This is an optimization exercise on Yosys and OpenROAD, whose aim is small area, a short achievable clock period and few clock cycles, not a production implementation.
At most, simulation tests tie the RTL to the original design; equivalence was not proved.
No driver is modelled on the clock port, so clocking that relies on it looks cheaper here than on a real chip.
Power figures rest on the tool's default switching activity, not on a simulated workload.

==> run H <==
==> flow/design.v <==
package mams_pkg;
  localparam int unsigned ResponseW = 4;
  localparam int unsigned CountW    = 8;
  localparam int unsigned TotalW    = 11;
  localparam int unsigned MeanW     = 12;
  localparam int unsigned MedianW   = 4;
  localparam int unsigned FracBits  = 8;
  localparam int unsigned RecW = CountW + TotalW + MedianW + 1;
endpackage
module mams_cell (
  input  logic       clk_i,
  input  logic       clr_i,
  input  logic       inc_i,
  input  logic [6:0] k_i,
  output logic       flag_o
);
  logic [6:0] c_q;
  logic [6:0] g, e;
  logic       g65, e65, g43, e43, g21, e21, g63, e63, g20, e20, gt, eq;
  assign g = c_q & ~k_i;
  assign e = ~(c_q ^ k_i);
  assign g65 = g[6] | (e[6] & g[5]);
  assign e65 = e[6] & e[5];
  assign g43 = g[4] | (e[4] & g[3]);
  assign e43 = e[4] & e[3];
  assign g21 = g[2] | (e[2] & g[1]);
  assign e21 = e[2] & e[1];
  assign g63 = g65 | (e65 & g43);
  assign e63 = e65 & e43;
  assign g20 = g21 | (e21 & g[0]);
  assign e20 = e21 & e[0];
  assign gt  = g63 | (e63 & g20);
  assign eq  = e63 & e20;
  assign flag_o = clr_i ? inc_i : (gt | (inc_i & eq));
  logic [6:0] sum;
  logic       co;
  assign {co, sum} = {1'b0, c_q} + {7'd0, inc_i};
  always_ff @(posedge clk_i) begin
    if (clr_i) c_q <= {6'd0, inc_i};
    else       c_q <= sum | {7{co}};
  end
endmodule
module mams_div (
  input  logic                      clk_i,
  input  logic                      rst_ni,
  input  logic                      load_i,
  input  logic [mams_pkg::RecW-1:0] rec_i,
  output logic                      free_o,    
  output logic                      soon_o,    
  output logic                      valid_o,
  output logic [7:0]                count_o,
  output logic [10:0]               total_o,
  output logic [11:0]               mean_o,
  output logic [3:0]                median_o,
  output logic                      overflow_o
);
  logic [3:0]  cnt_q;      
  logic        run_q;
  logic        valid_q;
  logic [7:0]  dn_q;
  logic [10:0] dt_q;
  logic [3:0]  dm_q;
  logic        do_q;
  logic [11:0] q_q;
  logic [7:0]  rem_q;
  logic [7:0]  rc;
  logic [10:0] rs;
  logic [8:0]  trial;
  logic [8:0]  step;
  logic        sub;
  assign {rc, rs} = rec_i[mams_pkg::RecW-1:5];
  assign sub   = !rem_q[7];
  assign trial = {rem_q, q_q[11]};
  assign step  = trial + ({1'b0, dn_q} ^ {9{sub}}) + {8'd0, sub};
  assign free_o = !run_q;
  assign soon_o = run_q ? cnt_q <= 4'd3 : !load_i;
  always_ff @(posedge clk_i or negedge rst_ni) begin
    if (!rst_ni) begin
      run_q   <= 1'b0;
      valid_q <= 1'b0;
      cnt_q   <= '0;
    end else begin
      valid_q <= run_q && cnt_q == 4'd1;
      if (load_i) begin
        run_q <= 1'b1;
        cnt_q <= 4'd12;
      end else if (run_q) begin
        cnt_q <= cnt_q - 4'd1;
        if (cnt_q == 4'd1) run_q <= 1'b0;
      end
    end
  end
  always_ff @(posedge clk_i) begin
    if (load_i) begin
      {dn_q, dt_q, dm_q, do_q} <= rec_i;
    end
  end
  always_ff @(posedge clk_i) begin
    if (load_i) begin
      rem_q <= {1'b0, rs[10:4]};
      q_q   <= {rs[3:0], 8'd0};
    end else begin
      rem_q <= step[7:0];
      q_q   <= {q_q[10:0], !step[8]};
    end
  end
  assign valid_o    = valid_q;
  assign count_o    = dn_q;
  assign total_o    = dt_q;
  assign mean_o     = q_q;
  assign median_o   = dm_q;
  assign overflow_o = do_q;
endmodule
module mean_and_median_of_set (
  input  logic                           clk_i,
  input  logic                           rst_ni,
  input  logic                           start,
  output logic                           busy,
  input  logic [mams_pkg::ResponseW-1:0] response_i,
  input  logic                           last_i,
  output logic                           valid_o,
  output logic [mams_pkg::CountW-1:0]    count_o,
  output logic [mams_pkg::TotalW-1:0]    total_o,
  output logic [mams_pkg::MeanW-1:0]     mean_q8_o,
  output logic [mams_pkg::MedianW-1:0]   median_o,
  output logic                           overflow_o
);
  logic       busy_q;
  logic       in_v;       
  logic       in_keep;    
  logic [3:0] in_x;
  logic       in_last;
  logic       take;
  logic       room;       
  assign busy = busy_q;
  assign take = start && !busy_q;
  always_ff @(posedge clk_i or negedge rst_ni) begin
    if (!rst_ni) begin
      in_v    <= 1'b0;
      in_keep <= 1'b0;
    end else begin
      in_v    <= take;
      in_keep <= take && room;
    end
  end
  always_ff @(posedge clk_i) begin
    in_x    <= response_i;
    in_last <= last_i;
  end
  logic        fresh_q;    
  logic        rec_v_q;    
  logic        close;
  logic [6:0]  k_q;        
  logic        p_q;        
  logic [14:0] flag_q;     
  logic [7:0]  cnt;
  logic [3:0]  slo_q;      
  logic [6:0]  shi_q;      
  logic        sc_q;       
  logic [6:0]  shi;
  logic [4:0]  slo;
  logic        ovf_q;
  logic [14:0] flag;
  logic [15:0] f;
  logic [3:0]  med;
  logic [mams_pkg::RecW-1:0] rec;
  assign close = in_v && in_last;
  assign room  = close || fresh_q || !(k_q[6] && (!p_q || in_keep));
  always_ff @(posedge clk_i or negedge rst_ni) begin
    if (!rst_ni) begin
      fresh_q <= 1'b1;
      rec_v_q <= 1'b0;
    end else begin
      fresh_q <= close;
      rec_v_q <= close;
    end
  end
  always_ff @(posedge clk_i) begin
    if (fresh_q) begin
      k_q   <= {6'd0, in_keep};
      p_q   <= in_keep;
      ovf_q <= in_v && !in_keep;
    end else begin
      k_q   <= k_q + {6'd0, in_keep && !p_q};
      p_q   <= p_q ^ in_keep;
      ovf_q <= ovf_q || (in_v && !in_keep);
    end
  end
  assign shi = shi_q + {6'd0, sc_q};
  assign slo = (fresh_q ? 5'd0 : {1'b0, slo_q}) + (in_keep ? {1'b0, in_x} : 5'd0);
  always_ff @(posedge clk_i) begin
    slo_q <= slo[3:0];
    sc_q  <= slo[4];
    shi_q <= fresh_q ? 7'd0 : shi;
  end
  for (genvar v = 0; v < 15; v++) begin : g_cum
    mams_cell u_cell (
      .clk_i (clk_i),
      .clr_i (fresh_q),
      .inc_i (in_keep && (in_x <= 4'(v))),
      .k_i   (k_q),
      .flag_o(flag[v])
    );
  end
  always_ff @(posedge clk_i) begin
    flag_q <= flag;
  end
  assign f = {1'b1, flag_q};
  always_comb begin
    med[3] = !f[7];
    med[2] = (f[7] && !f[3]) || (f[15] && !f[11]);
    med[1] = 1'b0;
    for (int j = 0; j < 4; j++) med[1] = med[1] || (f[4*j+3] && !f[4*j+1]);
    med[0] = 1'b0;
    for (int j = 0; j < 8; j++) med[0] = med[0] || (f[2*j+1] && !f[2*j]);
  end
  assign cnt = p_q ? {k_q - 7'd1, 1'b1} : {k_q, 1'b0};
  assign rec = {cnt, shi, slo_q, med, ovf_q};
  logic [mams_pkg::RecW-1:0] slot0_q, slot1_q;
  logic       ge1_q, ge2_q;    
  logic       ge1_d, ge2_d;
  logic       div_free, div_soon, div_load;
  logic       pop, push;
  logic [mams_pkg::RecW-1:0] div_rec;
  assign div_load = div_free && ge1_q;
  assign div_rec  = slot0_q;
  assign pop      = div_load;
  assign push     = rec_v_q;
  always_comb begin
    ge1_d = ge1_q;
    ge2_d = ge2_q;
    if (push && !pop) begin
      ge1_d = 1'b1;
      ge2_d = ge1_q;
    end else if (pop && !push) begin
      ge1_d = ge2_q;
      ge2_d = 1'b0;
    end
  end
  always_ff @(posedge clk_i or negedge rst_ni) begin
    if (!rst_ni) begin
      ge1_q <= 1'b0;
      ge2_q <= 1'b0;
    end else begin
      ge1_q <= ge1_d;
      ge2_q <= ge2_d;
    end
  end
  always_ff @(posedge clk_i) begin
    if (!ge1_q || pop) slot0_q <= ge2_q ? slot1_q : rec;
    if (rec_v_q)       slot1_q <= rec;
  end
  logic ca, cb, due2, due3;
  assign ca   = close;
  assign cb   = take && last_i;
  assign due2 = ge2_d || (ge1_d && (ca || cb)) || (ca && cb);
  assign due3 = (ge2_d && (ca || cb)) || (ge1_d && ca && cb);
  always_ff @(posedge clk_i or negedge rst_ni) begin
    if (!rst_ni) busy_q <= 1'b0;
    else         busy_q <= div_soon ? due3 : due2;
  end
  mams_div u_div (
    .clk_i     (clk_i),
    .rst_ni    (rst_ni),
    .load_i    (div_load),
    .rec_i     (div_rec),
    .free_o    (div_free),
    .soon_o    (div_soon),
    .valid_o   (valid_o),
    .count_o   (count_o),
    .total_o   (total_o),
    .mean_o    (mean_q8_o),
    .median_o  (median_o),
    .overflow_o(overflow_o)
  );
endmodule
==> flow/flow/run.sh <==
#!/bin/bash
# The standard layout (standard.sh), with one change to the clock tree: after
# clock tree synthesis, the root clock buffer, which only passes the clock on
# to the two branch buffers, is taken out, so the clock port drives the branch
# buffers directly. Every register keeps the same number of buffers (two)
# between the clock port and its clock pin; only the whole tree gets faster.
# Tool output goes to standard.log and flatten_clock.log.
here=$(pwd)
export POST_CTS_TCL="$here/flow/flatten_clock.tcl"
export FLATTEN_CLOCK_LOG="$here/flatten_clock.log"
bash standard.sh > standard.log 2>&1
==> flow/flow/flatten_clock.tcl <==
set log [open $::env(FLATTEN_CLOCK_LOG) w]
set block [ord::get_db_block]
set port [$block findBTerm clk_i]
set pnet [$port getNet]
set roots [$pnet getITerms]
puts $log "clock port drives [llength $roots] cell pin(s)"
if {[llength $roots] == 1} {
  set rin [lindex $roots 0]
  set root [$rin getInst]
  set rout [$root findITerm X]
  set rnet [$rout getNet]
  set sinks {}
  set ok [string match "sky130_fd_sc_hd__clkbuf_*" [[$root getMaster] getName]]
  foreach s [$rnet getITerms] {
    if {[$s getInst] eq $root} { continue }
    if {![string match "sky130_fd_sc_hd__clkbuf_*" [[[$s getInst] getMaster] getName]]} { set ok 0 }
    lappend sinks $s
  }
  if {$ok && [llength $sinks] >= 1 && [llength $sinks] <= 4} {
    foreach s $sinks {
      $s disconnect
      $s connect $pnet
    }
    $rout disconnect
    $rin disconnect
    puts $log "removed [$root getName]: port now drives [llength $sinks] clock buffers"
    odb::dbInst_destroy $root
    odb::dbNet_destroy $rnet
  } else {
    puts $log "kept the root buffer: [llength $sinks] loads, all clock buffers: $ok"
  }
}
estimate_parasitics -placement
close $log
==> flow/standard.sh <==
#!/bin/bash
# synth_recipe.tcl (not shown) runs the flow's synth.tcl, then flattens the netlist and writes it again
# the make line also repeats each setting of config.mk as NAME=value (left out here)
make -C /OpenROAD-flow-scripts/flow DESIGN_CONFIG=/design/flow/config.mk WORK_HOME=/design/flow/orfs CLKGATE_MAP_FILE= SYNTH_SCRIPT=/design/flow/synth_recipe.tcl "${@:-finish}"
==> flow/config.mk <==
export PLATFORM = sky130hd
export DESIGN_NAME = mean_and_median_of_set
export DESIGN_NICKNAME = mean_and_median_of_set
export VERILOG_FILES = /design/flow/design.v
export SDC_FILE = /design/flow/constraint.sdc
export NUM_CORES = 4
export LEC_CHECK = 0
export ABC_CLOCK_PERIOD_IN_PS = 2200
export CAP_MARGIN = 20
export CORE_MARGIN = 2
export CORE_UTILIZATION = 70
export CTS_CLUSTER_DIAMETER = 80
export CTS_CLUSTER_SIZE = 20
export PLACE_DENSITY = 0.8
export SETUP_SLACK_MARGIN = 3.65
export SLEW_MARGIN = 20
==> flow/constraint.sdc <==
create_clock -name core_clock -period 6.0 [get_ports {clk_i}]
set_input_delay 1.2000 -clock core_clock [delete_from_list [all_inputs] [get_ports {clk_i}]]
set_output_delay 1.2000 -clock core_clock [all_outputs]
set_load 0.01 [all_outputs]
==> inputs of run X, as changes to run H <==
==> flow/design.v, changed modules only <==
module mams_cell (
  input  logic       clk_i,
  input  logic       clr_i,
  input  logic       inc_i,
  input  logic [6:0] k_i,
  output logic       flag_o
);
  logic [6:0] c_q;
  logic [6:0] unused_sum;
  logic       pass;
  assign {pass, unused_sum} = {1'b0, c_q} + {1'b0, ~k_i} + {7'd0, inc_i};
  assign flag_o = clr_i ? inc_i : pass;
  always_ff @(posedge clk_i) begin
    if (clr_i) begin
      c_q <= {6'd0, inc_i};
    end else if (inc_i && !(&c_q)) begin
      c_q <= c_q + 7'd1;
    end
  end
endmodule
module mean_and_median_of_set (
  input  logic                           clk_i,
  input  logic                           rst_ni,
  input  logic                           start,
  output logic                           busy,
  input  logic [mams_pkg::ResponseW-1:0] response_i,
  input  logic                           last_i,
  output logic                           valid_o,
  output logic [mams_pkg::CountW-1:0]    count_o,
  output logic [mams_pkg::TotalW-1:0]    total_o,
  output logic [mams_pkg::MeanW-1:0]     mean_q8_o,
  output logic [mams_pkg::MedianW-1:0]   median_o,
  output logic                           overflow_o
);
  logic       busy_q;
  logic       in_v;       
  logic       in_keep;    
  logic [3:0] in_x;
  logic       in_last;
  logic       take;
  logic       room;       
  assign busy = busy_q;
  assign take = start && !busy_q;
  always_ff @(posedge clk_i or negedge rst_ni) begin
    if (!rst_ni) begin
      in_v    <= 1'b0;
      in_keep <= 1'b0;
    end else begin
      in_v    <= take;
      in_keep <= take && room;
    end
  end
  always_ff @(posedge clk_i) begin
    in_x    <= response_i;
    in_last <= last_i;
  end
  logic        fresh_q;    
  logic        rec_v_q;    
  logic        close;
  logic [6:0]  k_q;        
  logic        p_q;        
  logic [14:0] flag_q;     
  logic [7:0]  cnt;
  logic [10:0] s_q;
  logic        ovf_q;
  logic [14:0] flag;
  logic [15:0] f;
  logic [3:0]  med;
  logic [mams_pkg::RecW-1:0] rec;
  assign close = in_v && in_last;
  assign room  = close || fresh_q || !(k_q[6] && (!p_q || in_keep));
  always_ff @(posedge clk_i or negedge rst_ni) begin
    if (!rst_ni) begin
      fresh_q <= 1'b1;
      rec_v_q <= 1'b0;
    end else begin
      fresh_q <= close;
      rec_v_q <= close;
    end
  end
  always_ff @(posedge clk_i) begin
    if (fresh_q) begin
      k_q   <= {6'd0, in_keep};
      p_q   <= in_keep;
      s_q   <= in_keep ? {7'd0, in_x} : 11'd0;
      ovf_q <= in_v && !in_keep;
    end else begin
      k_q   <= k_q + {6'd0, in_keep && !p_q};
      p_q   <= p_q ^ in_keep;
      s_q   <= s_q + (in_keep ? {7'd0, in_x} : 11'd0);
      ovf_q <= ovf_q || (in_v && !in_keep);
    end
  end
  for (genvar v = 0; v < 15; v++) begin : g_cum
    mams_cell u_cell (
      .clk_i (clk_i),
      .clr_i (fresh_q),
      .inc_i (in_keep && (in_x <= 4'(v))),
      .k_i   (k_q),
      .flag_o(flag[v])
    );
  end
  always_ff @(posedge clk_i) begin
    flag_q <= flag;
  end
  assign f = {1'b1, flag_q};
  always_comb begin
    med[3] = !f[7];
    med[2] = (f[7] && !f[3]) || (f[15] && !f[11]);
    med[1] = 1'b0;
    for (int j = 0; j < 4; j++) med[1] = med[1] || (f[4*j+3] && !f[4*j+1]);
    med[0] = 1'b0;
    for (int j = 0; j < 8; j++) med[0] = med[0] || (f[2*j+1] && !f[2*j]);
  end
  assign cnt = p_q ? {k_q - 7'd1, 1'b1} : {k_q, 1'b0};
  assign rec = {cnt, s_q, med, ovf_q};
  logic [mams_pkg::RecW-1:0] slot0_q, slot1_q;
  logic [1:0] fill_q, fill_d;
  logic       div_free, div_soon, div_load;
  logic       pop, push;
  logic [mams_pkg::RecW-1:0] div_rec;
  assign div_load = div_free && (fill_q != 2'd0 || rec_v_q);
  assign div_rec  = (fill_q != 2'd0) ? slot0_q : rec;
  assign pop      = div_load && fill_q != 2'd0;
  assign push     = rec_v_q && !(div_load && fill_q == 2'd0);
  always_comb begin
    fill_d = fill_q;
    if (pop)  fill_d = fill_d - 2'd1;
    if (push) fill_d = fill_d + 2'd1;
  end
  always_ff @(posedge clk_i or negedge rst_ni) begin
    if (!rst_ni) fill_q <= '0;
    else         fill_q <= fill_d;
  end
  always_ff @(posedge clk_i) begin
    if (fill_q == 2'd0 || pop) slot0_q <= fill_q[1] ? slot1_q : rec;
    if (rec_v_q)               slot1_q <= rec;
  end
  logic [2:0] due;
  assign due = {1'b0, fill_d} + {2'd0, close};
  always_ff @(posedge clk_i or negedge rst_ni) begin
    if (!rst_ni)              busy_q <= 1'b0;
    else if (take && last_i)  busy_q <= due >= 3'd1 + {2'd0, div_soon};
    else                      busy_q <= due >= 3'd2 + {2'd0, div_soon};
  end
  mams_div u_div (
    .clk_i     (clk_i),
    .rst_ni    (rst_ni),
    .load_i    (div_load),
    .rec_i     (div_rec),
    .free_o    (div_free),
    .soon_o    (div_soon),
    .valid_o   (valid_o),
    .count_o   (count_o),
    .total_o   (total_o),
    .mean_o    (mean_q8_o),
    .median_o  (median_o),
    .overflow_o(overflow_o)
  );
endmodule
==> flow/run.sh (new file) <==
#!/bin/bash
# synth_recipe.tcl (not shown) runs the flow's synth.tcl, then flattens the netlist and writes it again
# the make line also repeats each setting of config.mk as NAME=value (left out here)
make -C /OpenROAD-flow-scripts/flow DESIGN_CONFIG=/design/flow/config.mk WORK_HOME=/design/flow/orfs CLKGATE_MAP_FILE= SYNTH_SCRIPT=/design/flow/synth_recipe.tcl finish
CORE_UTILIZATION = 55   (was 70)
PLACE_DENSITY = not set   (was 0.8)
SETUP_SLACK_MARGIN = 3.8   (was 3.65)
removed: flow/flow/run.sh
removed: flow/flow/flatten_clock.tcl
removed: flow/standard.sh
==> inputs of run F, as changes to run H <==
--- a/flow/design.v
+++ b/flow/design.v
@@ -34,8 +34,8 @@
   assign flag_o = clr_i ? inc_i : (gt | (inc_i & eq));
-  logic [6:0] sum;
-  logic       co;
-  assign {co, sum} = {1'b0, c_q} + {7'd0, inc_i};
-  always_ff @(posedge clk_i) begin
-    if (clr_i) c_q <= {6'd0, inc_i};
-    else       c_q <= sum | {7{co}};
+  always_ff @(posedge clk_i) begin
+    if (clr_i) begin
+      c_q <= {6'd0, inc_i};
+    end else if (inc_i && !(&c_q)) begin
+      c_q <= c_q + 7'd1;
+    end
   end
@@ -68,4 +68,7 @@
   logic [8:0]  trial;
+  logic [8:0]  op;
   logic [8:0]  step;
   logic        sub;
+  logic [8:0]  g, p, gg, pp;
+  logic [9:0]  c;
   assign {rc, rs} = rec_i[mams_pkg::RecW-1:5];
@@ -73,3 +76,18 @@
   assign trial = {rem_q, q_q[11]};
-  assign step  = trial + ({1'b0, dn_q} ^ {9{sub}}) + {8'd0, sub};
+  assign op    = {1'b0, dn_q} ^ {9{sub}};
+  always_comb begin
+    g  = trial & op;
+    p  = trial ^ op;
+    gg = g;
+    pp = p;
+    for (int d = 1; d < 9; d = d * 2) begin
+      for (int i = 8; i >= d; i--) begin
+        gg[i] = gg[i] | (pp[i] & gg[i-d]);
+        pp[i] = pp[i] & pp[i-d];
+      end
+    end
+    c[0] = sub;
+    for (int i = 0; i < 9; i++) c[i+1] = gg[i] | (pp[i] & sub);
+    step = p ^ c[8:0];
+  end
   assign free_o = !run_q;
@@ -154,9 +172,5 @@
   logic        p_q;        
-  logic [14:0] flag_q;     
+  logic [3:0]  med_q;      
   logic [7:0]  cnt;
-  logic [3:0]  slo_q;      
-  logic [6:0]  shi_q;      
-  logic        sc_q;       
-  logic [6:0]  shi;
-  logic [4:0]  slo;
+  logic [10:0] s_q;
   logic        ovf_q;
@@ -181,2 +195,3 @@
       p_q   <= in_keep;
+      s_q   <= in_keep ? {7'd0, in_x} : 11'd0;
       ovf_q <= in_v && !in_keep;
@@ -185,11 +200,5 @@
       p_q   <= p_q ^ in_keep;
+      s_q   <= s_q + (in_keep ? {7'd0, in_x} : 11'd0);
       ovf_q <= ovf_q || (in_v && !in_keep);
     end
-  end
-  assign shi = shi_q + {6'd0, sc_q};
-  assign slo = (fresh_q ? 5'd0 : {1'b0, slo_q}) + (in_keep ? {1'b0, in_x} : 5'd0);
-  always_ff @(posedge clk_i) begin
-    slo_q <= slo[3:0];
-    sc_q  <= slo[4];
-    shi_q <= fresh_q ? 7'd0 : shi;
   end
@@ -204,6 +213,3 @@
   end
-  always_ff @(posedge clk_i) begin
-    flag_q <= flag;
-  end
-  assign f = {1'b1, flag_q};
+  assign f = {1'b1, flag};
   always_comb begin
@@ -216,4 +222,7 @@
   end
+  always_ff @(posedge clk_i) begin
+    med_q <= med;
+  end
   assign cnt = p_q ? {k_q - 7'd1, 1'b1} : {k_q, 1'b0};
-  assign rec = {cnt, shi, slo_q, med, ovf_q};
+  assign rec = {cnt, s_q, med_q, ovf_q};
   logic [mams_pkg::RecW-1:0] slot0_q, slot1_q;
@@ -224,6 +233,6 @@
   logic [mams_pkg::RecW-1:0] div_rec;
-  assign div_load = div_free && ge1_q;
-  assign div_rec  = slot0_q;
-  assign pop      = div_load;
-  assign push     = rec_v_q;
+  assign div_load = div_free && (ge1_q || rec_v_q);
+  assign div_rec  = ge1_q ? slot0_q : rec;
+  assign pop      = div_free && ge1_q;
+  assign push     = rec_v_q && !(div_free && !ge1_q);
   always_comb begin
==> flow/flow/run.sh (replaced) <==
#!/bin/bash
# Standard layout with the clock tree built without dummy loads and with
# larger, tighter sink clusters. Tool output goes to standard.log.
export CTS_ARGS="-sink_clustering_enable -repair_clock_nets -sink_clustering_size 30 -sink_clustering_max_diameter 60 -dont_use_dummy_load"
bash standard.sh > standard.log 2>&1
SETUP_SLACK_MARGIN = 3.8   (was 3.65)
removed: flow/flow/flatten_clock.tcl
==> summary of the runs <==
Flip-flop and latch count: run X is higher than run F (11). Of run X and run F, run X has the higher area after synthesis (gap about 3.5%, measured against run F). The lowest worst setup slack belongs to run H, the highest to run X. Hold slack: run F > run X > run H. Wire length: run H < run X < run F. Global-route usage, highest first: run F, run H, run X. In run X the cell area is higher than in run F, by about 3.2%.
==> figures <==
Outcome: run X finished clean; run F finished clean; run H finished clean
Gates resized, CTS repair: run X 195; run F 182; run H -
Combinational gate power: run X 2850 uW; run F 2530 uW; run H 2340 uW
Slew HR: run X 38.7%; run F 30.9%; run H 27.3%
DP Wirelength: run X 18100 um; run F 17800 um; run H 17500 um
Power per cell area: run X 453 nW/um^2; run F 418 nW/um^2; run H 436 nW/um^2
Signal buffers: run X 104; run F 119; run H 80
Leading cell type in the layout, fill and taps excluded: run X ha_1; run F nor2_1; run H dfxtp_1
Share of the final layout cell area in sequential cells: run X 40.1%; run F 39.9%; run H 41.9%
Synthesized net count: run X 1430; run F 1360; run H 1388
Signal inverters: run X 51; run F 30; run H 51
Top Consumer: run X combinational cells; run F combinational cells; run H sequential cells
Post-synthesis mux area share: run X 5.08%; run F 5.81%; run H 2.30%
Worst-case clock buffer depth: run X 3; run F 3; run H -
Crit path launch: run X fill_q[1]$_DFF_PN0_; run F k_q[1]$_SDFF_PP0_; run H u_div.dn_q[0]$_DFFE_PP_
Testbench counts of run H, summed over its fixed seeds: cycles 54,465.
The RTL of run X and run F was laid out without a check of its function.

separate check: timing with driven ports:
In the flow no input, the clock included, has a driving cell. The finished layouts below were timed again as built, in two steps. Step 1 assumes that a clkbuf_16 drives the clock port and a buf_2 every other input. Step 2, shift: input delay + t, output delay - t, t = (earliest + latest rising clock arrival at the registers) / 2. This alone moves slack from input paths to output paths. Slacks: ideal ports / drivers / drivers and shift; pairs: ideal ports / drivers.
| run | t, ns | slack for setup (ns) | latest minus earliest clock arrival (ns) | worst register clock-pin slew, ns |
|---|---|---|---|---|
| run H | 0.414 | 3.684 / 3.623 / 3.630 | 0.016 / 0.016 | 0.09 / 0.09 |
| run X | 0.549 | 3.715 / 3.677 / 3.568 | 0.023 / 0.024 | 0.09 / 0.09 |
| run F | 0.532 | 3.691 / 3.675 / 3.518 | 0.057 / 0.057 | 0.11 / 0.11 |
After both steps every run listed still meets setup and hold. The setup slack of run F, which loses most, moves by -0.016 ns with the drivers and by -0.173 ns with both steps.
